From an optimization exercise on the open Yosys and OpenROAD flow, aimed at small area, a short achievable clock period and few clock cycles per item; shortcuts taken in it are not production practice. At most, simulation tests tie the RTL to the original design; equivalence was not proved. For runs 3 and 4, only the layout was checked, not whether the RTL still works. Power is estimated from default activity; no workload was simulated.

===== design/flow/design.v =====
package tmcm_pkg;
  localparam int SCR_BITS = 10;
  localparam int CFG_DATA_BITS = 32;
  localparam int CFG_ADDR_BITS = 5;
  localparam int REG_IDX_BITS = 3;
  localparam logic [REG_IDX_BITS-1:0] REG_RAW_MIN_X   = 3'd0;
  localparam logic [REG_IDX_BITS-1:0] REG_RAW_MAX_X   = 3'd1;
  localparam logic [REG_IDX_BITS-1:0] REG_RAW_MIN_Y   = 3'd2;
  localparam logic [REG_IDX_BITS-1:0] REG_RAW_MAX_Y   = 3'd3;
  localparam logic [REG_IDX_BITS-1:0] REG_PRESS_THR   = 3'd4;
  localparam logic [REG_IDX_BITS-1:0] REG_ORIENT      = 3'd5;
  localparam logic [REG_IDX_BITS-1:0] REG_SCR_MAX_X   = 3'd6;
  localparam logic [REG_IDX_BITS-1:0] REG_SCR_MAX_Y   = 3'd7;
  localparam int RST_RAW_MIN = 550;
  localparam int RST_RAW_MAX = 3650;
  localparam int RST_PRESS_THR = 850;
  localparam logic [3:0] RST_ORIENT = 4'd13;
  localparam logic [SCR_BITS-1:0] RST_SCR_MAX_X = 10'd319;
  localparam logic [SCR_BITS-1:0] RST_SCR_MAX_Y = 10'd239;
  localparam int FLG_SWAP = 0;
  localparam int FLG_INV_X = 1;
  localparam int FLG_INV_Y = 2;
  localparam int FLG_LOW_Z = 3;
endpackage
module tmcm_regs #(
  parameter int RAW_BITS = 12
) (
  input  logic                                  clk,
  input  logic                                  rst_n,
  input  logic                                  psel,
  input  logic                                  penable,
  input  logic                                  pwrite,
  input  logic [tmcm_pkg::CFG_ADDR_BITS-1:0]    paddr,
  input  logic [tmcm_pkg::CFG_DATA_BITS-1:0]    pwdata,
  output logic [tmcm_pkg::CFG_DATA_BITS-1:0]    prdata,
  output logic [RAW_BITS-1:0]                   raw_min_x,
  output logic [RAW_BITS-1:0]                   raw_max_x,
  output logic [RAW_BITS-1:0]                   raw_min_y,
  output logic [RAW_BITS-1:0]                   raw_max_y,
  output logic [RAW_BITS-1:0]                   press_thr,
  output logic [3:0]                            orient,
  output logic [tmcm_pkg::SCR_BITS-1:0]         scr_max_x,
  output logic [tmcm_pkg::SCR_BITS-1:0]         scr_max_y
);
  localparam int DW = tmcm_pkg::CFG_DATA_BITS;
  logic [RAW_BITS-1:0] raw_min_x_r, raw_max_x_r, raw_min_y_r, raw_max_y_r, press_thr_r;
  logic [3:0] orient_r;
  logic [tmcm_pkg::SCR_BITS-1:0] scr_max_x_r, scr_max_y_r;
  logic [tmcm_pkg::REG_IDX_BITS-1:0] idx;
  logic wr_en;
  assign idx = paddr[tmcm_pkg::CFG_ADDR_BITS-1:2];
  assign wr_en = psel & penable & pwrite;
  always_ff @(posedge clk) begin
    if (!rst_n) begin
      raw_min_x_r <= RAW_BITS'(tmcm_pkg::RST_RAW_MIN);
      raw_max_x_r <= RAW_BITS'(tmcm_pkg::RST_RAW_MAX);
      raw_min_y_r <= RAW_BITS'(tmcm_pkg::RST_RAW_MIN);
      raw_max_y_r <= RAW_BITS'(tmcm_pkg::RST_RAW_MAX);
      press_thr_r <= RAW_BITS'(tmcm_pkg::RST_PRESS_THR);
      orient_r    <= tmcm_pkg::RST_ORIENT;
      scr_max_x_r <= tmcm_pkg::RST_SCR_MAX_X;
      scr_max_y_r <= tmcm_pkg::RST_SCR_MAX_Y;
    end else if (wr_en) begin
      case (idx)
        tmcm_pkg::REG_RAW_MIN_X: raw_min_x_r <= pwdata[RAW_BITS-1:0];
        tmcm_pkg::REG_RAW_MAX_X: raw_max_x_r <= pwdata[RAW_BITS-1:0];
        tmcm_pkg::REG_RAW_MIN_Y: raw_min_y_r <= pwdata[RAW_BITS-1:0];
        tmcm_pkg::REG_RAW_MAX_Y: raw_max_y_r <= pwdata[RAW_BITS-1:0];
        tmcm_pkg::REG_PRESS_THR: press_thr_r <= pwdata[RAW_BITS-1:0];
        tmcm_pkg::REG_ORIENT:    orient_r    <= pwdata[3:0];
        tmcm_pkg::REG_SCR_MAX_X: scr_max_x_r <= pwdata[tmcm_pkg::SCR_BITS-1:0];
        tmcm_pkg::REG_SCR_MAX_Y: scr_max_y_r <= pwdata[tmcm_pkg::SCR_BITS-1:0];
        default: ;
      endcase
    end
  end
  always_comb begin
    case (idx)
      tmcm_pkg::REG_RAW_MIN_X: prdata = DW'(raw_min_x_r);
      tmcm_pkg::REG_RAW_MAX_X: prdata = DW'(raw_max_x_r);
      tmcm_pkg::REG_RAW_MIN_Y: prdata = DW'(raw_min_y_r);
      tmcm_pkg::REG_RAW_MAX_Y: prdata = DW'(raw_max_y_r);
      tmcm_pkg::REG_PRESS_THR: prdata = DW'(press_thr_r);
      tmcm_pkg::REG_ORIENT:    prdata = DW'(orient_r);
      tmcm_pkg::REG_SCR_MAX_X: prdata = DW'(scr_max_x_r);
      tmcm_pkg::REG_SCR_MAX_Y: prdata = DW'(scr_max_y_r);
      default:                 prdata = '0;
    endcase
  end
  assign raw_min_x = raw_min_x_r;
  assign raw_max_x = raw_max_x_r;
  assign raw_min_y = raw_min_y_r;
  assign raw_max_y = raw_max_y_r;
  assign press_thr = press_thr_r;
  assign orient    = orient_r;
  assign scr_max_x = scr_max_x_r;
  assign scr_max_y = scr_max_y_r;
endmodule
module tmcm_median #(
  parameter int RAW_BITS = 12
) (
  input  logic                clk,
  input  logic                rst_n,
  input  logic                fire,
  input  logic [RAW_BITS-1:0] sx,
  input  logic [RAW_BITS-1:0] sy,
  input  logic [RAW_BITS-1:0] sz,
  input  logic [RAW_BITS-1:0] thr,
  input  logic                low_z,
  output logic                third,
  output logic [RAW_BITS-1:0] mx,
  output logic [RAW_BITS-1:0] my,
  output logic                touched
);
  logic [1:0]          phase_r;
  logic [RAW_BITS-1:0] hx0_r, hx1_r, hy0_r, hy1_r;
  logic                hz0_r, hz1_r;
  logic [RAW_BITS-1:0] mx_r, my_r;
  logic                t_r;
  logic                zpass;
  function automatic logic [RAW_BITS-1:0] med3(
    input logic [RAW_BITS-1:0] a,
    input logic [RAW_BITS-1:0] b,
    input logic [RAW_BITS-1:0] c
  );
    logic [RAW_BITS-1:0] lo;
    logic [RAW_BITS-1:0] hi;
    lo = (a < b) ? a : b;
    hi = (a < b) ? b : a;
    if (c <= lo) med3 = lo;
    else if (c >= hi) med3 = hi;
    else med3 = c;
  endfunction
  assign zpass = low_z ? (sz <= thr) : (sz >= thr);
  assign third = phase_r[1];
  always_ff @(posedge clk) begin
    if (!rst_n) phase_r <= 2'd0;
    else if (fire) phase_r <= phase_r[1] ? 2'd0 : phase_r + 2'd1;
  end
  always_ff @(posedge clk) begin
    if (fire && phase_r == 2'd0) begin
      hx0_r <= sx;
      hy0_r <= sy;
      hz0_r <= zpass;
    end
    if (fire && phase_r == 2'd1) begin
      hx1_r <= sx;
      hy1_r <= sy;
      hz1_r <= zpass;
    end
    if (fire && phase_r[1]) begin
      mx_r <= med3(hx0_r, hx1_r, sx);
      my_r <= med3(hy0_r, hy1_r, sy);
      t_r  <= (hz0_r & hz1_r) | (hz0_r & zpass) | (hz1_r & zpass);
    end
  end
  assign mx = mx_r;
  assign my = my_r;
  assign touched = t_r;
endmodule
module tmcm_muldiv #(
  parameter int RAW_BITS = 12
) (
  input  logic                                 clk,
  input  logic                                 load,
  input  logic                                 step,
  input  logic [RAW_BITS+tmcm_pkg::SCR_BITS-1:0] prod,
  input  logic [RAW_BITS-1:0]                  den,
  output logic [tmcm_pkg::SCR_BITS-1:0]        quo,
  output logic [tmcm_pkg::SCR_BITS-1:0]        quo_next
);
  localparam int SB = tmcm_pkg::SCR_BITS;
  logic [RAW_BITS-1:0] r_r, r1, r2;
  logic [SB-1:0]       pq_r;
  logic                q1, q2;
  function automatic logic [RAW_BITS:0] dstep(
    input logic [RAW_BITS-1:0] r,
    input logic                b,
    input logic [RAW_BITS-1:0] d
  );
    logic [RAW_BITS:0]   t;
    logic [RAW_BITS+1:0] s;
    t = {r, b};
    s = {1'b0, t} - {2'b0, d};
    dstep = s[RAW_BITS+1] ? {1'b0, t[RAW_BITS-1:0]} : {1'b1, s[RAW_BITS-1:0]};
  endfunction
  always_comb begin
    {q1, r1} = dstep(r_r, pq_r[SB-1], den);
    {q2, r2} = dstep(r1, pq_r[SB-2], den);
  end
  always_ff @(posedge clk) begin
    if (load) begin
      r_r  <= prod[RAW_BITS+SB-1:SB];
      pq_r <= prod[SB-1:0];
    end else if (step) begin
      r_r  <= r2;
      pq_r <= {pq_r[SB-3:0], q1, q2};
    end
  end
  assign quo = pq_r;
  assign quo_next = {pq_r[SB-3:0], q1, q2};
endmodule
module touch_median_calibrate_map #(
  parameter int RAW_BITS = 12
) (
  input  logic                                  clk,
  input  logic                                  rst_n,
  input  logic                                  in_tvalid,
  output logic                                  in_tready,
  input  logic [((3*RAW_BITS+7)/8)*8-1:0]       in_tdata,
  output logic                                  out_tvalid,
  input  logic                                  out_tready,
  output logic [23:0]                           out_tdata,
  output logic                                  out_tuser,
  input  logic                                  cfg_psel,
  input  logic                                  cfg_penable,
  input  logic                                  cfg_pwrite,
  input  logic [tmcm_pkg::CFG_ADDR_BITS-1:0]    cfg_paddr,
  input  logic [tmcm_pkg::CFG_DATA_BITS-1:0]    cfg_pwdata,
  output logic [tmcm_pkg::CFG_DATA_BITS-1:0]    cfg_prdata,
  output logic                                  cfg_pready
);
  localparam int SB = tmcm_pkg::SCR_BITS;
  localparam int PW = RAW_BITS + SB;
  logic [RAW_BITS-1:0] raw_min_x, raw_max_x, raw_min_y, raw_max_y, press_thr;
  logic [3:0]          orient;
  logic [SB-1:0]       scr_max_x, scr_max_y;
  logic                in_fire, third, start, adv;
  logic [RAW_BITS-1:0] mx, my;
  logic                touched;
  logic                wr_en;
  logic [RAW_BITS-1:0] thr_eff;
  logic                low_z_eff;
  logic [8:1]          v_r, s_r;
  logic                sel_r;
  logic [RAW_BITS-1:0] den_x_r, den_y_r;
  logic                empty_x, empty_y;
  logic                ax, mir;
  logic [RAW_BITS-1:0] v, lo, hi, dn, num, num_r;
  logic [RAW_BITS:0]   a, b;
  logic [RAW_BITS+1:0] c;
  logic [SB-1:0]       smax_m;
  logic [PW-1:0]       prod;
  logic [SB-1:0]       xq [2];
  logic [SB-1:0]       xqn [2];
  logic [SB-1:0]       yq [2];
  logic [SB-1:0]       yqn [2];
  logic [1:0]          xt_r;
  logic [SB-1:0]       qx, qy;
  logic                tt;
  logic                out_valid_r, out_touched_r;
  logic [SB-1:0]       out_x_r, out_y_r;
  assign cfg_pready = 1'b1;
  tmcm_regs #(.RAW_BITS(RAW_BITS)) u_regs (
    .clk       (clk),
    .rst_n     (rst_n),
    .psel      (cfg_psel),
    .penable   (cfg_penable),
    .pwrite    (cfg_pwrite),
    .paddr     (cfg_paddr),
    .pwdata    (cfg_pwdata),
    .prdata    (cfg_prdata),
    .raw_min_x (raw_min_x),
    .raw_max_x (raw_max_x),
    .raw_min_y (raw_min_y),
    .raw_max_y (raw_max_y),
    .press_thr (press_thr),
    .orient    (orient),
    .scr_max_x (scr_max_x),
    .scr_max_y (scr_max_y)
  );
  assign wr_en = cfg_psel & cfg_penable & cfg_pwrite;
  assign thr_eff = (wr_en && cfg_paddr[4:2] == tmcm_pkg::REG_PRESS_THR) ?
                   cfg_pwdata[RAW_BITS-1:0] : press_thr;
  assign low_z_eff = (wr_en && cfg_paddr[4:2] == tmcm_pkg::REG_ORIENT) ?
                     cfg_pwdata[tmcm_pkg::FLG_LOW_Z] : orient[tmcm_pkg::FLG_LOW_Z];
  assign in_tready = ~third | ~(v_r[1] | v_r[2] | v_r[8]);
  assign in_fire   = in_tvalid & in_tready;
  assign start     = in_fire & third;
  tmcm_median #(.RAW_BITS(RAW_BITS)) u_median (
    .clk     (clk),
    .rst_n   (rst_n),
    .fire    (in_fire),
    .sx      (in_tdata[RAW_BITS-1:0]),
    .sy      (in_tdata[2*RAW_BITS-1:RAW_BITS]),
    .sz      (in_tdata[3*RAW_BITS-1:2*RAW_BITS]),
    .thr     (thr_eff),
    .low_z   (low_z_eff),
    .third   (third),
    .mx      (mx),
    .my      (my),
    .touched (touched)
  );
  assign adv = ~(v_r[8] & out_valid_r & ~out_tready);
  always_ff @(posedge clk) begin
    if (!rst_n) begin
      v_r   <= '0;
      sel_r <= 1'b0;
    end else if (adv) begin
      v_r <= {v_r[7:1], start};
      if (start) sel_r <= ~sel_r;
    end
  end
  always_ff @(posedge clk) begin
    if (adv) s_r <= {s_r[7:1], sel_r};
  end
  always_ff @(posedge clk) begin
    den_x_r <= raw_max_x - raw_min_x;
    den_y_r <= raw_max_y - raw_min_y;
  end
  assign empty_x = (raw_max_x <= raw_min_x);
  assign empty_y = (raw_max_y <= raw_min_y);
  always_comb begin
    ax  = v_r[2];
    v   = (orient[tmcm_pkg::FLG_SWAP] ^ ax) ? my : mx;
    lo  = ax ? raw_min_y : raw_min_x;
    hi  = ax ? raw_max_y : raw_max_x;
    dn  = ax ? den_y_r : den_x_r;
    mir = ax ? orient[tmcm_pkg::FLG_INV_Y] : orient[tmcm_pkg::FLG_INV_X];
    a   = {1'b0, v} - {1'b0, lo};
    b   = {1'b0, hi} - {1'b0, v};
    c   = {2'b0, lo} + {2'b0, hi} - {2'b0, v};
    if (mir) begin
      if (c[RAW_BITS+1])    num = dn;
      else if (b[RAW_BITS]) num = '0;
      else if (a[RAW_BITS]) num = dn;
      else                  num = b[RAW_BITS-1:0];
    end else begin
      if (a[RAW_BITS])      num = '0;
      else if (b[RAW_BITS]) num = dn;
      else                  num = a[RAW_BITS-1:0];
    end
  end
  always_ff @(posedge clk) begin
    if (adv && (v_r[1] || v_r[2])) num_r <= num;
  end
  assign smax_m = v_r[3] ? scr_max_y : scr_max_x;
  assign prod   = num_r * smax_m;
  for (genvar e = 0; e < 2; e++) begin : g_eng
    logic x_load, x_step, y_load, y_step;
    assign x_load = adv & v_r[2] & (s_r[2] == e[0]);
    assign x_step = adv & |(v_r[7:3] & ~(s_r[7:3] ^ {5{e[0]}}));
    assign y_load = adv & v_r[3] & (s_r[3] == e[0]);
    assign y_step = adv & |(v_r[7:4] & ~(s_r[7:4] ^ {4{e[0]}}));
    tmcm_muldiv #(.RAW_BITS(RAW_BITS)) u_x (
      .clk      (clk),
      .load     (x_load),
      .step     (x_step),
      .prod     (prod),
      .den      (den_x_r),
      .quo      (xq[e]),
      .quo_next (xqn[e])
    );
    tmcm_muldiv #(.RAW_BITS(RAW_BITS)) u_y (
      .clk      (clk),
      .load     (y_load),
      .step     (y_step),
      .prod     (prod),
      .den      (den_y_r),
      .quo      (yq[e]),
      .quo_next (yqn[e])
    );
    always_ff @(posedge clk) begin
      if (x_load) xt_r[e] <= touched;
    end
  end
  assign qx = s_r[8] ? xq[1] : xq[0];
  assign qy = s_r[8] ? yqn[1] : yqn[0];
  assign tt = s_r[8] ? xt_r[1] : xt_r[0];
  always_ff @(posedge clk) begin
    if (!rst_n) out_valid_r <= 1'b0;
    else if (v_r[8] && adv) out_valid_r <= 1'b1;
    else if (out_tready) out_valid_r <= 1'b0;
  end
  always_ff @(posedge clk) begin
    if (v_r[8] && adv) begin
      out_touched_r <= tt;
      out_x_r       <= (tt && !empty_x) ? qx : '0;
      out_y_r       <= (tt && !empty_y) ? qy : '0;
    end
  end
  assign out_tvalid = out_valid_r;
  assign out_tuser  = out_touched_r;
  assign out_tdata  = {4'd0, out_y_r, out_x_r};
endmodule

===== design/flow/run.sh =====
#!/bin/bash
# synth_recipe.tcl (not shown) runs the flow's synth.tcl, then flattens the netlist and writes it again
# the make line also repeats each setting of config.mk as NAME=value (left out here)
make -C /OpenROAD-flow-scripts/flow DESIGN_CONFIG=/design/flow/config.mk WORK_HOME=/design/flow/orfs CLKGATE_MAP_FILE= SYNTH_SCRIPT=/design/flow/synth_recipe.tcl finish

===== design/flow/config.mk =====
export PLATFORM = sky130hd
export DESIGN_NAME = touch_median_calibrate_map
export DESIGN_NICKNAME = touch_median_calibrate_map
export VERILOG_FILES = /design/flow/design.v
export SDC_FILE = /design/flow/constraint.sdc
export NUM_CORES = 4
export LEC_CHECK = 0
export ABC_CLOCK_PERIOD_IN_PS = 3700
export CAP_MARGIN = 20
export CORE_MARGIN = 2
export CORE_UTILIZATION = 40
export SETUP_SLACK_MARGIN = 3.3
export SLEW_MARGIN = 20

===== design/flow/constraint.sdc =====
create_clock -name core_clock -period 7.0 [get_ports {clk}]
set_input_delay 1.4000 -clock core_clock [delete_from_list [all_inputs] [get_ports {clk}]]
set_output_delay 1.4000 -clock core_clock [all_outputs]
set_load 0.01 [all_outputs]

==> results.yml, run 1 <==
run_status:
  outcome: "finished clean"
die:
  dieArea_sq_um: 72300
  core-area_sq_um: 69800
  io-pin-count: 144
  die_y_um: 269
  start_util: 0.402
  die_w_um: 269
  num_rows: 97
synthesis:
  synth_seq_cells: 326
  synth-edff-count: 206
  synth-simple-area-share: 0.145
  yosysWarnings: 8
  synthAdderAreaFrac: 0.208
  ys.flop_type: "edfxtp_1"
  syn_inst: 3043
  synthMuxAreaShare: 0.0898
  ys_async_sr_fraction: 0
  synth_top_family_by_area: "adder cells"
  synth_xor_area_frac: 0.0378
  synthesis.area_sq_um: 28100
  synth-compound-area-share: 0.151
  synth.avg_cell_area_sq_um: 9.23
  yosysSeqAreaShare: 0.306
  synth_cell_types: 83
clocking:
  cts_buffers: 42
  clockRootBuffer: "clkbuf_16"
  cts.sink_count: 326
  cts_tree: "yes"
  clk_pin_slew_ns: 0.06
  clock_latency_ns: 0.60
  holdBufCountCts: 0
  cts.path.max_buffers: 3
  cts_max_level: 2
placement:
  hpwl_mm: 61.5
  routabilityCongestion: 0.931
  io_buffers: 92
global_route:
  grt_max_degree: 97
  gr-total-overflow: 0
  antenna_found_initial: 0
  grt_pass1_wl_mm: 134
  grt_pass1_vias: 24000
  grt_use_total: 0.238
sta:
  slew_viol_final: 0
  min_period_over_period: 0.877
  finalHoldViolations: 0
  worstMarginPinSlew_ns: 1.13
  maxSlewHeadroom: 0.242
  timing.hold.ws_ns: 0.420
  min_period_ns: 6.14
  fin_tns_setup_ns: 0
  fmax_mhz: 163
  finClkSkew_ns: 0.0374
  setup_violations: 0
  rsz0062_at_grt: "true"
layout:
  layout-drive-gt1-share: 0.246
  fillers: 6144
  seqCellArea_sq_um: 8630
  multiInputGateArea_sq_um: 20500
  final_nets: 3827
  antenna_cells: 0
  synthToLayoutAreaGrowth_pct: 29.6
routing:
  dr.pass1.iters: 7
  vias: 23900
  drc_errors: 0
  ant_nets: 0
  wire_per_inst_um: 20.3
  via_per_inst: 5.56
  routed_wl_mm: 87.7
  drtIter0Drc: 1885
hold_path:
  min_path_type: "reg2reg"
job:
  maxCapViolations: 0
pwr:
  p_per_area_nw_per_um2: 201
  peakVddDrop_mv: 0.210
  leakage_uw: 0.0154
setup_path:
  end_kind: "flip-flop"
  cp.arrival_ns: 6.46
  path_cells: "buf_8 -> mux2_4 -> nand2_2 -> fa_1 -> fa_1 -> inv_1 -> fa_1 -> fa_1 -> inv_1 -> fa_1 -> inv_2 -> ha_4 -> a2111o_1 -> o22a_1 -> a41o_1 -> o41a_1 -> a21oi_2 -> o21ba_4 -> xor2_4 -> buf_12 -> o211ai_1"
  worst_setup_path_start_kind: "flip-flop"
  worstSetupPathType: "reg2reg"
  path_max_fanout: 6
  cp_slowest_stage_delay_ns: 0.56
  crit_slowest_cell: "fa_1"
  crit_top_cell: "fa_1"
  required_ns: 7.32
==> cell type report <==
class	count	share of cell area
Multi-Input combinational cell	2313	0.564
Clock buffer	53	0.0309
Sequential cell	326	0.237
Inverter	288	0.0312
Clock inverter	22	0.00743
Timing Repair Buffer	366	0.0973
Tap cell	940	0.0323
==> flip-flops by register name, summed over array words and instances, names as in the netlist, 20 cells and up <==
register and count:
g_eng.u_x.pq_r 20, g_eng.u_y.pq_r 20, g_eng.u_y.r_r 24, g_eng.u_x.r_r 24
==> placed cells by master (no fill, tap or decap), drive strengths merged, types with 9 or more instances in the layout <==
cell type	instances
a211oi	25
a21boi	50
a21o	43
a21oi	165
a31oi	15
a41o	14
and2	51
buf	285
clkbuf	53
clkdlybuf4s50	70
clkinv	12
conb	25
dfxtp	120
edfxtp	206
fa	101
ha	305
inv	287
mux2	70
mux2i	158
nand2	375
nand2b	33
nand3	64
nand4	17
nor2	179
nor2b	67
nor3	42
o211a	10
o211ai	24
o21a	52
o21ai	102
o21bai	17
o221ai	9
o22ai	30
or2	13
or3	24
xnor2	81
xor2	40
==> cell families (layout without fill, tap and decap cells) <==
group,Yosys count,count (layout)
adders and majority gates,407,407
DFF,326,326
AOI/OAI and AO/OA,631,636
other,2,25
buffers and inverters,437,729
xor gates and xnor gates,121,121
muxes,234,235
and+or+nand+nor,885,889
==> per-layer routing <==
layer	up-vias	part of all wire	GRT usage
li1	11300	-	-
met1	11700	0.43	0.314
met2	815	0.46	0.390
met3	204	0.057	0.0301
met4	0	0.048	0.110
met5	-	0	0
==> path summary, 6_finish.rpt <==
check	start	end	slack [ns]	depth (start not counted)
worst max-delay path	v_r[3]	g_eng[0].u_y.r_r[10]	0.86	21
worst min-delay path	s_r[1]	s_r[2]	0.42	0
worst max register to register	v_r[3]	g_eng[0].u_y.r_r[10]	0.86	21
worst min register to register	s_r[1]	s_r[2]	0.42	0
==> power breakdown <==
part / internal, uW / switching [uW] / leakage (uW)
combinational: 1350 / 1560 / 0.0119
sequential: 2110 / 34.3 / 0.00288
clock: 1320 / 913 / 0.000674
total: 4790 / 2510 / 0.0154
==> timing repair <==
item                                    4_1_cts  5_1_grt
gates cloned                                 18        2
buffers inserted                            182       53
endpoints found under the setup margin      216      206
pin swaps                                   136      107
gates resized for setup                     413      137
==> through the flow <==
stage / setup WS (ns) / instances / total power (uW) / utilization / area (sq um)
2_1_floorplan: 1.18 / 3066 / 3590 / - / 29300
3_3_place_gp: 0.442 / 3978 / 4220 / 0.438 / 30600
3_5_place_dp: 0.361 / 3978 / 4270 / 0.438 / 30600
4_1_cts: 0.828 / 4253 / 7110 / 0.506 / 35300
5_1_grt: 0.706 / 4308 / 7610 / 0.521 / 36400
6_report: 0.860 / 4308 / 7300 / 0.521 / 36400
==> cell usage after synthesis (81+ instances only) <==
cell	count	share of area
nor2_1	179	0.024
fa_1	101	0.072
ha_1	305	0.14
mux2i_1	158	0.056
xnor2_1	81	0.025
o21ai_0	100	0.018
clkbuf_1	96	0.013
nand2_1	373	0.050
edfxtp_1	206	0.22
a21oi_1	164	0.029
inv_1	288	0.039
dfxtp_1	120	0.086
==> critical path: cells and delay by family (launching register included) <==
kind                     cells  cell delay [ns]
adder cells (fa/ha/maj)      6             2.66
AO/OA/AOI/OAI                7             1.71
buffers and inverters        5             0.45
flip-flops                   1             0.42
multiplexers                 1             0.36
XOR/XNOR                     1             0.17
AND/OR/NAND/NOR              1             0.09
Testbench counts, summed over its fixed seeds: cycles 19,488, items 6,400.
==> inputs of run 2 (changes only) <==
--- a/design/flow/config.mk
+++ b/design/flow/config.mk
@@ -5,9 +5,7 @@
 export SDC_FILE = /design/flow/constraint.sdc
 export NUM_CORES = 4
 export LEC_CHECK = 0
-export ABC_CLOCK_PERIOD_IN_PS = 3700
 export CAP_MARGIN = 20
 export CORE_MARGIN = 2
 export CORE_UTILIZATION = 40
-export SETUP_SLACK_MARGIN = 3.3
 export SLEW_MARGIN = 20
==> results.yml, run 2 <==
run_status:
  outcome: "finished clean"
setup_path:
  rr_endpoint: "g_eng[0].u_y.r_r[11]"
  rr_worst_depth: 21
  cp.arrival_ns: 6.91
  worst_setup_path_start_kind: "flip-flop"
  ff2ff_setup_slack_ns: 0.38
  worstSetupPathType: "reg2reg"
  required_ns: 7.29
  reg2reg_from: "v_r[3]"
  worstSetupStartpoint: "v_r[3]"
  path_max_fanout: 12
  end_kind: "flip-flop"
layout:
  mostFrequentLayoutCell: "nand2_1"
  seqCellArea_sq_um: 8590
  multiInputGateArea_sq_um: 17900
  reg.largest.list: "g_eng.u_x.r_r (24), g_eng.u_y.r_r (24)"
  antenna_cells: 0
  final_nets: 3590
  synthToLayoutAreaGrowth_pct: 11.8
  layout-drive-gt1-share: 0.0756
  fillers: 6842
  layout_common_cells: "nand2_1 (372), ha_1 (305), inv_1 (288)"
  fin_cells: 4073
sta:
  finalHoldViolations: 0
  maxSlewHeadroom: 0.274
  finClkSkew_ns: 0.0419
  setup_violations: 0
  worstMarginPinSlew_ns: 1.08
  fin_tns_setup_ns: 0
  rsz0062_at_grt: "false"
  fmax_mhz: 151
  setup_ws_ns: 0.380
  slew_viol_final: 0
  min_period_ns: 6.62
  min_period_over_period: 0.946
pwr:
  peakVddDrop_mv: 0.180
  internal-power_uw: 4140
  p_comb_frac: 0.307
  leakage_uw: 0.0136
  seqPwrFrac: 0.343
  switching_power_uw: 2100
  p_clk_frac: 0.350
  p_per_area_nw_per_um2: 199
  switching_share: 0.337
hold_path:
  hold_end: "s_r[2]"
  worstHoldStart: "s_r[1]"
  min_path_type: "reg2reg"
  hold_path_depth: 0
synthesis:
  synth-edff-count: 206
  ys.flop_type: "edfxtp_1"
  yosysWarnings: 8
  synth_top_area_cell: "edfxtp_1"
  yosysSeqAreaShare: 0.306
  synth.avg_cell_area_sq_um: 9.23
  synth_cell_types: 83
  synth_seq_cells: 326
  synth_top_area_frac: 0.220
  synthTopCellsByArea: "edfxtp_1 (22%), ha_1 (14%), dfxtp_1 (8.6%)"
  yosysMostFrequentCell: "nand2_1"
  ys_async_sr_fraction: 0
  yosys-top-cells-count: "nand2_1 (373), ha_1 (305), inv_1 (288), edfxtp_1 (206), nor2_1 (179)"
  syn_inst: 3043
  synthesis.area_sq_um: 28100
placement:
  hpwl_mm: 58.0
  dp.cells: 3994
  dpl_worst_slack_ns: 0.332
  routabilityCongestion: 0.867
  io_buffers: 92
routing:
  dr.pass1.iters: 6
  routed_wl_mm: 73.8
  drtIter0Drc: 1553
  vias: 21800
  wire_per_inst_um: 18.1
  ant_nets: 0
  drc_errors: 0
  via_per_inst: 5.35
global_route:
  grt_max_degree: 66
  antenna_found_initial: 0
  grt_pass1_wl_mm: 117
  grt_use_total: 0.206
  grt_pass1_vias: 20800
  gr-total-overflow: 0
clocking:
  clk_pin_slew_ns: 0.06
  cts_buffers: 42
  clockRootBuffer: "clkbuf_16"
  cts_max_level: 2
  cts.sink_count: 326
  clock_latency_ns: 0.61
  cts.path.max_buffers: 3
  cts_tree: "yes"
die:
  core-area_sq_um: 69800
  die_y_um: 269
  dieArea_sq_um: 72300
  num_rows: 97
  io-pin-count: 144
  die_w_um: 269
  start_util: 0.402
job:
  maxCapViolations: 0
[run 2: cell counts after synthesis]
No cell type changed its count.
[run 2: per-layer routing]
metal / track usage / share of wire
met5: 0 / 0
met2: 0.327 / 0.45
met3: 0.0206 / 0.048
met1: 0.292 / 0.47
met4: 0.0692 / 0.033
[run 2: how the worst max path moves through the flow]
stage / endpoint / slack [ns] / cells after the start
final: g_eng[0].u_y.r_r[11] / 0.38 / 21
after global routing: g_eng[0].u_x.r_r[6] / 0.10 / 18
after CTS: g_eng[0].u_y.r_r[11] / 0.29 / 18
after detailed placement: g_eng[0].u_y.r_r[11] / 0.33 / 18
after global placement: g_eng[0].u_y.r_r[11] / 0.40 / 18
after floorplan: g_eng[0].u_x.r_r[10] / 0.61 / 21
[run 2: kinds of logic after synthesis]
group,Yosys count,share of synthesized area
AND/OR/NAND/NOR,885,0.145
AO/OA/AOI/OAI,631,0.151
buffers and inverters,437,0.0625
adder cells (fa/ha/maj),407,0.208
flip-flops,326,0.306
multiplexers,234,0.0898
XOR/XNOR,121,0.0378
other,2,0.000268
[run 2: worst max-delay path, cell delays in order, from the launching register on]
cell	delay [ns]
dfxtp_1	0.62
mux2_2	0.46
nand2_1	0.13
fa_1	0.56
inv_1	0.05
fa_1	0.49
inv_1	0.05
fa_1	0.54
fa_1	0.42
fa_1	0.49
inv_1	0.04
ha_1	0.34
a21o_1	0.18
a21o_1	0.16
a21oi_1	0.16
o41ai_2	0.15
a2111o_1	0.45
a31o_2	0.24
a21o_1	0.24
xor2_1	0.23
buf_4	0.19
o32ai_1	0.09
[run 2: power by group through the flow]
| stage | combinational [uW] | sequential [uW] | clock (uW) |
|---|---|---|---|
| 3_5_place_dp | 1910 | 2180 | 0 |
| 3_3_place_gp | 1900 | 2180 | 0 |
| 6_report | 1910 | 2140 | 2180 |
| 5_1_grt | 2120 | 2140 | 2310 |
| 2_1_floorplan | 1280 | 2170 | 0 |
| 4_1_cts | 1920 | 2140 | 2230 |
[run 2: final cells by class]
type	instances	share of cell area
inverter	288	0.0344
sequential	326	0.274
timing repair buffer	139	0.0404
clock inverter	30	0.0102
clock buffer	47	0.0347
multi-input combinational	2303	0.569
tap	940	0.0375
[run 2: repair_timing]
item	4_1_cts	5_1_grt
hold buffers	0	0
buffers inserted	0	0
gates resized for setup	0	1
endpoints found under the setup margin	0	2
[run 2: stage by stage]
stage               hold WS, ns  instance area (sq um)  total power, uW  utilization
global route              0.429                  31400             6580        0.450
global placement          0.404                  29900             4080        0.429
finish                    0.422                  31400             6240        0.450
CTS                       0.423                  31400             6290        0.449
floorplan                 0.400                  28200             3440            -
detailed placement        0.408                  30000             4090        0.429
==> inputs of run 3 (changes only) <==
--- a/design/flow/design.v
+++ b/design/flow/design.v
@@ -114,6 +114,7 @@
 );
   logic [1:0]          phase_r;
   logic [RAW_BITS-1:0] hx0_r, hx1_r, hy0_r, hy1_r;
+  logic                ltx_r, lty_r;
   logic                hz0_r, hz1_r;
   logic [RAW_BITS-1:0] mx_r, my_r;
   logic                t_r;
@@ -121,17 +122,17 @@
   function automatic logic [RAW_BITS-1:0] med3(
     input logic [RAW_BITS-1:0] a,
     input logic [RAW_BITS-1:0] b,
-    input logic [RAW_BITS-1:0] c
+    input logic [RAW_BITS-1:0] c,
+    input logic                ab
   );
-    logic [RAW_BITS-1:0] lo;
-    logic [RAW_BITS-1:0] hi;
-    lo = (a < b) ? a : b;
-    hi = (a < b) ? b : a;
-    if (c <= lo) med3 = lo;
-    else if (c >= hi) med3 = hi;
+    logic ac, bc;
+    ac = (a < c);
+    bc = (b < c);
+    if (ab ^ ac) med3 = a;
+    else if (ab == bc) med3 = b;
     else med3 = c;
   endfunction
-  assign zpass = low_z ? (sz <= thr) : (sz >= thr);
+  assign zpass = ~((sz ^ {RAW_BITS{low_z}}) < (thr ^ {RAW_BITS{low_z}}));
   assign third = phase_r[1];
   always_ff @(posedge clk) begin
     if (!rst_n) phase_r <= 2'd0;
@@ -147,10 +148,12 @@
       hx1_r <= sx;
       hy1_r <= sy;
       hz1_r <= zpass;
+      ltx_r <= (hx0_r < sx);
+      lty_r <= (hy0_r < sy);
     end
     if (fire && phase_r[1]) begin
-      mx_r <= med3(hx0_r, hx1_r, sx);
-      my_r <= med3(hy0_r, hy1_r, sy);
+      mx_r <= med3(hx0_r, hx1_r, sx, ltx_r);
+      my_r <= med3(hy0_r, hy1_r, sy, lty_r);
       t_r  <= (hz0_r & hz1_r) | (hz0_r & zpass) | (hz1_r & zpass);
     end
   end
@@ -158,47 +161,90 @@
   assign my = my_r;
   assign touched = t_r;
 endmodule
+module tmcm_mulcsa #(
+  parameter int NW = 12,
+  parameter int MW = 10
+) (
+  input  logic [NW-1:0]    a,
+  input  logic [MW-1:0]    b,
+  output logic [NW+MW-1:0] s,
+  output logic [NW+MW-1:0] c
+);
+  localparam int W = NW + MW;
+  logic [W-1:0] row [MW];
+  logic [W-1:0] l1 [7];
+  logic [W-1:0] l2 [5];
+  logic [W-1:0] l3 [4];
+  logic [W-1:0] l4 [3];
+  function automatic logic [2*W-1:0] csa(
+    input logic [W-1:0] x,
+    input logic [W-1:0] y,
+    input logic [W-1:0] z
+  );
+    logic [W-1:0] sum, cy;
+    sum = x ^ y ^ z;
+    cy  = (x & y) | (x & z) | (y & z);
+    csa = {cy[W-2:0], 1'b0, sum};
+  endfunction
+  always_comb begin
+    for (int j = 0; j < MW; j++) row[j] = W'(a & {NW{b[j]}}) << j;
+    {l1[1], l1[0]} = csa(row[0], row[1], row[2]);
+    {l1[3], l1[2]} = csa(row[3], row[4], row[5]);
+    {l1[5], l1[4]} = csa(row[6], row[7], row[8]);
+    l1[6] = row[9];
+    {l2[1], l2[0]} = csa(l1[0], l1[1], l1[2]);
+    {l2[3], l2[2]} = csa(l1[3], l1[4], l1[5]);
+    l2[4] = l1[6];
+    {l3[1], l3[0]} = csa(l2[0], l2[1], l2[2]);
+    l3[2] = l2[3];
+    l3[3] = l2[4];
+    {l4[1], l4[0]} = csa(l3[0], l3[1], l3[2]);
+    l4[2] = l3[3];
+    {c, s} = csa(l4[0], l4[1], l4[2]);
+  end
+endmodule
 module tmcm_muldiv #(
   parameter int RAW_BITS = 12
 ) (
-  input  logic                                 clk,
-  input  logic                                 load,
-  input  logic                                 step,
+  input  logic                                   clk,
+  input  logic                                   load,
+  input  logic                                   step,
   input  logic [RAW_BITS+tmcm_pkg::SCR_BITS-1:0] prod,
-  input  logic [RAW_BITS-1:0]                  den,
-  output logic [tmcm_pkg::SCR_BITS-1:0]        quo,
-  output logic [tmcm_pkg::SCR_BITS-1:0]        quo_next
+  input  logic [RAW_BITS-1:0]                    den,
+  output logic [tmcm_pkg::SCR_BITS-1:0]          quo,
+  output logic [tmcm_pkg::SCR_BITS-1:0]          quo_next
 );
   localparam int SB = tmcm_pkg::SCR_BITS;
-  logic [RAW_BITS-1:0] r_r, r1, r2;
-  logic [SB-1:0]       pq_r;
-  logic                q1, q2;
-  function automatic logic [RAW_BITS:0] dstep(
-    input logic [RAW_BITS-1:0] r,
+  localparam int RW = RAW_BITS + 1;
+  logic [RW-1:0] r_r, r1, r2;
+  logic [SB-1:0] pq_r;
+  function automatic logic [RW-1:0] nstep(
+    input logic [RW-1:0]       r,
     input logic                b,
     input logic [RAW_BITS-1:0] d
   );
-    logic [RAW_BITS:0]   t;
-    logic [RAW_BITS+1:0] s;
-    t = {r, b};
-    s = {1'b0, t} - {2'b0, d};
-    dstep = s[RAW_BITS+1] ? {1'b0, t[RAW_BITS-1:0]} : {1'b1, s[RAW_BITS-1:0]};
+    logic [RW-1:0] t, dd;
+    logic          sub;
+    sub = ~r[RW-1];
+    t   = {r[RW-2:0], b};
+    dd  = {1'b0, d} ^ {RW{sub}};
+    nstep = t + dd + {{(RW-1){1'b0}}, sub};
   endfunction
   always_comb begin
-    {q1, r1} = dstep(r_r, pq_r[SB-1], den);
-    {q2, r2} = dstep(r1, pq_r[SB-2], den);
+    r1 = nstep(r_r, pq_r[SB-1], den);
+    r2 = nstep(r1, pq_r[SB-2], den);
   end
   always_ff @(posedge clk) begin
     if (load) begin
-      r_r  <= prod[RAW_BITS+SB-1:SB];
+      r_r  <= {1'b0, prod[RAW_BITS+SB-1:SB]};
       pq_r <= prod[SB-1:0];
     end else if (step) begin
       r_r  <= r2;
-      pq_r <= {pq_r[SB-3:0], q1, q2};
+      pq_r <= {pq_r[SB-3:0], ~r1[RW-1], ~r2[RW-1]};
     end
   end
   assign quo = pq_r;
-  assign quo_next = {pq_r[SB-3:0], q1, q2};
+  assign quo_next = {pq_r[SB-3:0], ~r1[RW-1], ~r2[RW-1]};
 endmodule
 module touch_median_calibrate_map #(
   parameter int RAW_BITS = 12
@@ -231,7 +277,7 @@
   logic                wr_en;
   logic [RAW_BITS-1:0] thr_eff;
   logic                low_z_eff;
-  logic [8:1]          v_r, s_r;
+  logic [9:1]          v_r, s_r;
   logic                sel_r;
   logic [RAW_BITS-1:0] den_x_r, den_y_r;
   logic                empty_x, empty_y;
@@ -240,7 +286,7 @@
   logic [RAW_BITS:0]   a, b;
   logic [RAW_BITS+1:0] c;
   logic [SB-1:0]       smax_m;
-  logic [PW-1:0]       prod;
+  logic [PW-1:0]       ps, pc, ps_r, pc_r, prod;
   logic [SB-1:0]       xq [2];
   logic [SB-1:0]       xqn [2];
   logic [SB-1:0]       yq [2];
@@ -274,7 +320,7 @@
                    cfg_pwdata[RAW_BITS-1:0] : press_thr;
   assign low_z_eff = (wr_en && cfg_paddr[4:2] == tmcm_pkg::REG_ORIENT) ?
                      cfg_pwdata[tmcm_pkg::FLG_LOW_Z] : orient[tmcm_pkg::FLG_LOW_Z];
-  assign in_tready = ~third | ~(v_r[1] | v_r[2] | v_r[8]);
+  assign in_tready = ~third | (~(v_r[1] | v_r[2]) & adv);
   assign in_fire   = in_tvalid & in_tready;
   assign start     = in_fire & third;
   tmcm_median #(.RAW_BITS(RAW_BITS)) u_median (
@@ -291,18 +337,18 @@
     .my      (my),
     .touched (touched)
   );
-  assign adv = ~(v_r[8] & out_valid_r & ~out_tready);
+  assign adv = ~(v_r[9] & out_valid_r & ~out_tready);
   always_ff @(posedge clk) begin
     if (!rst_n) begin
       v_r   <= '0;
       sel_r <= 1'b0;
     end else if (adv) begin
-      v_r <= {v_r[7:1], start};
+      v_r <= {v_r[8:1], start};
       if (start) sel_r <= ~sel_r;
     end
   end
   always_ff @(posedge clk) begin
-    if (adv) s_r <= {s_r[7:1], sel_r};
+    if (adv) s_r <= {s_r[8:1], sel_r};
   end
   always_ff @(posedge clk) begin
     den_x_r <= raw_max_x - raw_min_x;
@@ -332,16 +378,28 @@
     end
   end
   always_ff @(posedge clk) begin
-    if (adv && (v_r[1] || v_r[2])) num_r <= num;
+    if (adv) num_r <= num;
   end
   assign smax_m = v_r[3] ? scr_max_y : scr_max_x;
-  assign prod   = num_r * smax_m;
+  tmcm_mulcsa #(.NW(RAW_BITS), .MW(SB)) u_mul (
+    .a (num_r),
+    .b (smax_m),
+    .s (ps),
+    .c (pc)
+  );
+  always_ff @(posedge clk) begin
+    if (adv) begin
+      ps_r <= ps;
+      pc_r <= pc;
+    end
+  end
+  assign prod = ps_r + pc_r;
   for (genvar e = 0; e < 2; e++) begin : g_eng
     logic x_load, x_step, y_load, y_step;
-    assign x_load = adv & v_r[2] & (s_r[2] == e[0]);
-    assign x_step = adv & |(v_r[7:3] & ~(s_r[7:3] ^ {5{e[0]}}));
-    assign y_load = adv & v_r[3] & (s_r[3] == e[0]);
-    assign y_step = adv & |(v_r[7:4] & ~(s_r[7:4] ^ {4{e[0]}}));
+    assign x_load = adv & v_r[3] & (s_r[3] == e[0]);
+    assign x_step = adv & |(v_r[8:4] & ~(s_r[8:4] ^ {5{e[0]}}));
+    assign y_load = adv & v_r[4] & (s_r[4] == e[0]);
+    assign y_step = adv & |(v_r[8:5] & ~(s_r[8:5] ^ {4{e[0]}}));
     tmcm_muldiv #(.RAW_BITS(RAW_BITS)) u_x (
       .clk      (clk),
       .load     (x_load),
@@ -364,16 +422,16 @@
       if (x_load) xt_r[e] <= touched;
     end
   end
-  assign qx = s_r[8] ? xq[1] : xq[0];
-  assign qy = s_r[8] ? yqn[1] : yqn[0];
-  assign tt = s_r[8] ? xt_r[1] : xt_r[0];
+  assign qx = s_r[9] ? xq[1] : xq[0];
+  assign qy = s_r[9] ? yqn[1] : yqn[0];
+  assign tt = s_r[9] ? xt_r[1] : xt_r[0];
   always_ff @(posedge clk) begin
     if (!rst_n) out_valid_r <= 1'b0;
-    else if (v_r[8] && adv) out_valid_r <= 1'b1;
+    else if (v_r[9] && adv) out_valid_r <= 1'b1;
     else if (out_tready) out_valid_r <= 1'b0;
   end
   always_ff @(posedge clk) begin
-    if (v_r[8] && adv) begin
+    if (v_r[9] && adv) begin
       out_touched_r <= tt;
       out_x_r       <= (tt && !empty_x) ? qx : '0;
       out_y_r       <= (tt && !empty_y) ? qy : '0;
--- a/design/flow/config.mk
+++ b/design/flow/config.mk
@@ -5,7 +5,9 @@
 export SDC_FILE = /design/flow/constraint.sdc
 export NUM_CORES = 4
 export LEC_CHECK = 0
+export ABC_CLOCK_PERIOD_IN_PS = 4100
 export CAP_MARGIN = 20
 export CORE_MARGIN = 2
 export CORE_UTILIZATION = 40
+export SETUP_SLACK_MARGIN = 2.9
 export SLEW_MARGIN = 20
==> results.yml, run 3 <==
run_status:
  outcome: "finished clean"
setup_path:
  worst-path-buf-inv: 3
  worstSetupStartpoint: "g_eng[0].u_x.pq_r[9]"
  required_ns: 7.35
  cp.depth: 24
  crit_slowest_cell: "edfxtp_1"
  rr_worst_depth: 24
  path_cells: "nand2b_4 -> and2_4 -> fa_2 -> a21oi_2 -> o211ai_1 -> o211a_1 -> nor2_2 -> nor2b_1 -> nor2_2 -> xnor2_4 -> buf_12 -> buf_8 -> buf_6 -> xnor2_1 -> ha_1 -> a21o_1 -> a21oi_2 -> o21ai_2 -> a21o_1 -> a21oi_2 -> xor2_1 -> xnor2_1 -> xnor2_2 -> mux2_4"
  path_max_fanout: 8
  ff2ff_setup_slack_ns: 2.26
  critical_path.endpoint: "g_eng[0].u_x.pq_r[0]"
  cp_slowest_stage_delay_ns: 0.42
  cp.arrival_ns: 5.09
  crit_family: "compound AO/OA/AOI/OAI gates"
  rr_endpoint: "g_eng[0].u_x.pq_r[0]"
  reg2reg_from: "g_eng[0].u_x.pq_r[9]"
  crit_top_cell: "a21oi_2"
  worstSetupPathType: "reg2reg"
  end_kind: "flip-flop"
  worst_setup_path_start_kind: "flip-flop"
clocking:
  cts_max_level: 2
  clockRootBuffer: "clkbuf_16"
  cts_buffers: 46
  cts.path.max_buffers: 3
  cts_tree: "yes"
  clock_latency_ns: 0.61
  clk_pin_slew_ns: 0.06
  cts.sink_count: 371
layout:
  antenna_cells: 0
  reg.largest.list: "g_eng.u_x.r_r (26), g_eng.u_y.r_r (26), ps_r (21)"
  fin_cells: 4205
  fillers: 6302
  mostFrequentLayoutCell: "nand2_1"
  final_nets: 3661
  layout_common_cells: "nand2_1 (359), edfxtp_1 (246), ha_1 (230)"
  layout-drive-gt1-share: 0.194
  synthToLayoutAreaGrowth_pct: 23.9
synthesis:
  synth-compound-area-share: 0.138
  yosysMostFrequentCell: "nand2_1"
  synth_top_family_by_area: "adder cells"
  synth-edff-count: 246
  syn_inst: 2986
  ys_async_sr_fraction: 0
  synthMuxAreaShare: 0.0537
  synth_xor_area_frac: 0.0796
  synthesis.area_sq_um: 28400
  synthTopCellsByArea: "edfxtp_1 (26%), ha_1 (11%), dfxtp_1 (8.8%)"
  yosysSeqAreaShare: 0.348
  ys.flop_type: "edfxtp_1"
  synth_seq_cells: 371
  synth.avg_cell_area_sq_um: 9.53
  synth_cell_types: 82
  yosysWarnings: 14
  synth_top_area_cell: "edfxtp_1"
  synthAdderAreaFrac: 0.183
  yosys-top-cells-count: "nand2_1 (374), edfxtp_1 (246), ha_1 (242), inv_1 (218), xnor2_1 (196)"
  synth-simple-area-share: 0.143
  synth_top_area_frac: 0.260
sta:
  setup_violations: 0
  slew_viol_final: 0
  min_period_over_period: 0.678
  rsz0062_at_grt: "true"
  fin_tns_setup_ns: 0
  finClkSkew_ns: 0.0277
  timing.hold.ws_ns: 0.453
  worstMarginPinSlew_ns: 1.31
  maxSlewHeadroom: 0.123
  fmax_mhz: 211
  finalHoldViolations: 0
  min_period_ns: 4.74
die:
  die_w_um: 271
  core-area_sq_um: 70300
  start_util: 0.405
  io-pin-count: 144
  dieArea_sq_um: 73300
  die_y_um: 271
  num_rows: 97
global_route:
  grt_pass1_vias: 22900
  grt_max_degree: 98
  antenna_found_initial: 0
  grt_use_total: 0.223
  grt_pass1_wl_mm: 129
  gr-total-overflow: 0
routing:
  dr.pass1.iters: 5
  drt-met1-wl_mm: 35.8
  vias: 22800
  via_per_inst: 5.42
  routed.top_layer: "met4"
  wl_met2_mm: 40.6
  routed_wl_mm: 84.3
  wire_per_inst_um: 20.0
  met3_wirelength_mm: 3.90
  drc_errors: 0
  ant_nets: 0
  drtIter0Drc: 1555
job:
  maxCapViolations: 0
hold_path:
  min_path_type: "reg2reg"
  hold_path_depth: 0
pwr:
  peakVddDrop_mv: 0.201
  p_per_area_nw_per_um2: 303
  leakage_uw: 0.0146
placement:
  routabilityCongestion: 0.897
  dp.cells: 3918
  io_buffers: 92
  hpwl_mm: 60.0
## run 3: repair_timing
item | 4_1_cts | 5_1_grt
cloned | 3 | 4
hold buffers | 0 | 0
buffers inserted | 127 | 66
gates resized for setup | 236 | 152
setup endpoints to repair | 160 | 89
pin swaps | 85 | 87
## run 3: logic make-up after synthesis
kind of cell,Yosys count
other,2
adders and majority gates,351
xor gates and xnor gates,257
buffers and inverters,387
AOI/OAI and AO/OA,596
muxes,143
DFF,371
and+or+nand+nor,879
## run 3: through the flow
stage / util / area [sq um] / worst slack (ns) / total power, uW
after floorplan: - / 29000 / 2.47 / 6010
after global placement: 0.434 / 30500 / 1.45 / 6890
after detailed placement: 0.434 / 30500 / 1.29 / 7000
after CTS: 0.484 / 34000 / 2.30 / 10200
after global routing: 0.502 / 35300 / 2.02 / 11400
final: 0.502 / 35300 / 2.26 / 10700
## run 3: worst min-delay path by stage
stage	from	to	slack, ns
after floorplan	s_r[1]	s_r[2]	0.40
after global placement	s_r[2]	s_r[3]	0.41
after detailed placement	s_r[2]	s_r[3]	0.42
after CTS	s_r[2]	s_r[3]	0.45
after global routing	s_r[2]	s_r[3]	0.45
final	s_r[2]	s_r[3]	0.45
## run 3: per-layer routing
layer  vias up  GRT usage
li1      10800          -
met1     11100      0.286
met2       685      0.383
met3       184     0.0240
met4         0     0.0926
met5         -          0
## run 3: power breakdown
part / internal [uW] / switching (uW)
Clock: 1540 / 1020
Sequential: 2660 / 120
Combinational: 2560 / 2770
Total: 6760 / 3920
## run 3: final cells by class
type | count | area [sq um] | area share
repair buffers | 335 | 3130 | 0.0887
well taps | 940 | 1180 | 0.0334
multi-input cells | 2251 | 18500 | 0.525
clock buffers | 61 | 1290 | 0.0366
flip-flops and latches | 371 | 9960 | 0.282
clock inverters | 25 | 348 | 0.00987
inverters | 222 | 846 | 0.0240
==> inputs of run 4 (changes only) <==
--- a/design/flow/config.mk
+++ b/design/flow/config.mk
@@ -5,9 +5,8 @@
 export SDC_FILE = /design/flow/constraint.sdc
 export NUM_CORES = 4
 export LEC_CHECK = 0
-export ABC_CLOCK_PERIOD_IN_PS = 4100
 export CAP_MARGIN = 20
 export CORE_MARGIN = 2
 export CORE_UTILIZATION = 40
-export SETUP_SLACK_MARGIN = 2.9
+export SETUP_SLACK_MARGIN = 2.5
 export SLEW_MARGIN = 20
==> results.yml, run 4 <==
die:
  die_w_um: 271
  io-pin-count: 144
  start_util: 0.405
  dieArea_sq_um: 73300
  num_rows: 97
  die_y_um: 271
  core-area_sq_um: 70300
synthesis:
  ys_async_sr_fraction: 0
  synthTopCellsByArea: "edfxtp_1 (26%), ha_1 (11%), dfxtp_1 (8.8%)"
  yosysMostFrequentCell: "nand2_1"
  synth_top_area_frac: 0.260
  yosysSeqAreaShare: 0.348
  synth_top_area_cell: "edfxtp_1"
  synthMuxAreaShare: 0.0537
  synthesis.area_sq_um: 28400
  synth-edff-count: 246
  ys.flop_type: "edfxtp_1"
  synth_cell_types: 82
  syn_inst: 2986
  yosys-top-cells-count: "nand2_1 (374), edfxtp_1 (246), ha_1 (242), inv_1 (218), xnor2_1 (196)"
  synth_seq_cells: 371
  synth_top_family_by_area: "adder cells"
  synth_xor_area_frac: 0.0796
  synth-simple-area-share: 0.143
  synthAdderAreaFrac: 0.183
  yosysWarnings: 14
  synth-compound-area-share: 0.138
  synth.avg_cell_area_sq_um: 9.53
clocking:
  cts.path.max_buffers: 3
  clock_latency_ns: 0.60
  cts.sink_count: 371
  cts_buffers: 43
  cts_tree: "yes"
  clockRootBuffer: "clkbuf_16"
  holdBufCountCts: 0
  clk_pin_slew_ns: 0.06
  cts_max_level: 2
sta:
  min_period_ns: 4.77
  min_period_over_period: 0.681
  fin_tns_setup_ns: 0
  maxSlewHeadroom: 0.219
  finalHoldViolations: 0
  worstMarginPinSlew_ns: 1.16
  rsz0062_at_grt: "true"
  setup_violations: 0
  fmax_mhz: 210
  slew_viol_final: 0
  finClkSkew_ns: 0.0262
pwr:
  power.total_uw: 10300
  p_per_area_nw_per_um2: 304
  peakVddDrop_mv: 0.189
  leakage_uw: 0.0139
layout:
  mostFrequentLayoutCell: "nand2_1"
  fillers: 6473
  fin_cells: 4110
  final_util: 0.479
  reg.largest.list: "g_eng.u_x.r_r (26), g_eng.u_y.r_r (26), ps_r (21)"
  layout-drive-gt1-share: 0.142
  antenna_cells: 0
  layout_common_cells: "nand2_1 (369), edfxtp_1 (246), ha_1 (236)"
  final_nets: 3569
  synthToLayoutAreaGrowth_pct: 18.4
routing:
  drtIter0Drc: 1553
  dr.pass1.iters: 6
  routed_wl_mm: 82.2
  vias: 22400
  drc_errors: 0
  ant_nets: 0
  via_per_inst: 5.45
  wire_per_inst_um: 20.0
placement:
  hpwl_mm: 59.4
  dp.cells: 3915
  io_buffers: 92
  routabilityCongestion: 0.928
setup_path:
  path_cells: "nand2b_4 -> and2_4 -> fa_2 -> a21oi_2 -> o211ai_1 -> o211a_1 -> nor2_2 -> nor2b_1 -> nor2_2 -> xnor2_4 -> xnor2_2 -> ha_1 -> a31o_2 -> a21o_1 -> nand3_1 -> nand3_1 -> a22o_1 -> a311o_1 -> a21oi_2 -> nor4b_1 -> a211o_1"
  crit_slowest_cell: "edfxtp_1"
  cp.arrival_ns: 5.09
  path_max_fanout: 4
  rr_worst_depth: 21
  worst_setup_path_start_kind: "flip-flop"
  worstSetupPathType: "reg2reg"
  reg2reg_from: "g_eng[0].u_x.pq_r[9]"
  cp_slowest_stage_delay_ns: 0.43
  rr_endpoint: "g_eng[0].u_x.r_r[9]"
  ff2ff_setup_slack_ns: 2.23
  end_kind: "flip-flop"
  required_ns: 7.33
global_route:
  grt_pass1_vias: 22300
  gr-total-overflow: 0
  grt_use_total: 0.218
  grt_pass1_wl_mm: 126
  antenna_found_initial: 1
  grt_max_degree: 98
hold_path:
  hold_path_depth: 0
  min_path_type: "reg2reg"
  worstHoldStart: "s_r[2]"
  hold_end: "s_r[3]"
job:
  maxCapViolations: 0
run_status:
  outcome: "finished clean"
[run 4: per-layer routing]
layer  routed length (um)  global-route usage
met5                    0                   0
met4                 3470              0.0877
met3                 4390              0.0226
met2                38800               0.370
met1                35500               0.285
[run 4: cell families after synthesis]
| logic type | count (synthesis) |
|---|---|
| buffers and inverters | 387 |
| DFF | 371 |
| xor gates and xnor gates | 257 |
| adders and majority gates | 351 |
| other | 2 |
| AOI/OAI and AO/OA | 596 |
| and+or+nand+nor | 879 |
| muxes | 143 |
[run 4: worst max-delay path by stage]
| stage | start | to | slack, ns | cells past startpoint |
|---|---|---|---|---|
| global route | g_eng[0].u_x.pq_r[9] | g_eng[0].u_x.r_r[9] | 2.07 | 23 |
| global placement | cfg_paddr[3] | u_median.t_r | 1.42 | 13 |
| finish | g_eng[0].u_x.pq_r[9] | g_eng[0].u_x.r_r[9] | 2.23 | 21 |
| floorplan | g_eng[0].u_x.pq_r[9] | g_eng[0].u_x.pq_r[0] | 2.36 | 23 |
| detailed placement | cfg_paddr[3] | u_median.t_r | 1.32 | 13 |
| CTS | g_eng[0].u_x.pq_r[9] | g_eng[0].u_x.pq_r[0] | 2.30 | 23 |
[run 4: per-stage QoR]
step / hold slack (ns) / cell area (sq um) / worst slack, ns
3_5_place_dp: 0.416 / 30400 / 1.32
2_1_floorplan: 0.400 / 28700 / 2.36
4_1_cts: 0.431 / 32900 / 2.30
3_3_place_gp: 0.409 / 30300 / 1.42
5_1_grt: 0.434 / 33700 / 2.07
6_report: 0.431 / 33700 / 2.23
[run 4: timing repair]
item                                    4_1_cts  5_1_grt
endpoints found under the setup margin      105       47
pin swaps                                    56       68
buffers inserted                             64       46
hold endpoints to repair                      0        0
gates cloned                                  3        2
resized for setup                           123       96
[run 4: cell type report]
type | count | area (sq um) | share of cell area
well taps | 940 | 1180 | 0.0349
repair inverters | 1 | 5.00 | 0.000149
flip-flops and latches | 371 | 9940 | 0.295
clock inverters | 20 | 229 | 0.00680
multi-input cells | 2251 | 17900 | 0.532
clock buffers | 60 | 1280 | 0.0379
inverters | 222 | 841 | 0.0250
repair buffers | 245 | 2290 | 0.0679
[run 4: worst max-delay path: cells and delay by family (launching register included)]
kind	cells	cell delay, ns
AND/OR/NAND/NOR	8	0.95
AO/OA/AOI/OAI	9	2.06
adder cells (fa/ha/maj)	2	0.72
flip-flops	1	0.43
XOR/XNOR	2	0.34
[run 4: report_power, final]
part	total (uW)	switching [uW]	internal (uW)	leakage, uW
combinational	5080	2700	2370	0.00975
clock	2390	987	1400	0.000728
sequential	2790	127	2660	0.00340
total	10300	3820	6440	0.0139

## static timing again, ports no longer ideal
The flow's constraints put no driver on any port. The routed layouts listed below were extracted and timed again, unchanged, in two steps.
Step 1 sets driving cells, clkbuf_16 on the clock port and buf_2 on the other inputs (assumed; they add their load-dependent delay and slew).
Step 2, shift: input delay + t, output delay - t, t = (earliest + latest rising clock arrival at the registers) / 2. This alone moves slack from input paths to output paths.
Three values: no drivers, after step 1, after step 2; two values: the first two.
run	t (ns)	slack for setup (ns)	hold WS [ns]	worst register clock-pin slew, ns	cell pins on the clock port's net
run 1	0.638	0.860 / 0.860 / 0.860	0.420 / 0.420 / 0.420	0.06 / 0.06	1
run 2	0.647	0.380 / 0.380 / 0.380	0.422 / 0.422 / 0.422	0.06 / 0.06	1
run 3	0.657	2.257 / 2.257 / 2.257	0.453 / 0.453 / 0.453	0.06 / 0.06	1
run 4	0.648	2.231 / 2.231 / 1.660	0.431 / 0.431 / 0.431	0.07 / 0.07	1
After both steps setup and hold are still met in every run listed. The setup slack of run 4, which loses most, moves by 0.000 ns with the drivers and by -0.571 ns with both steps.
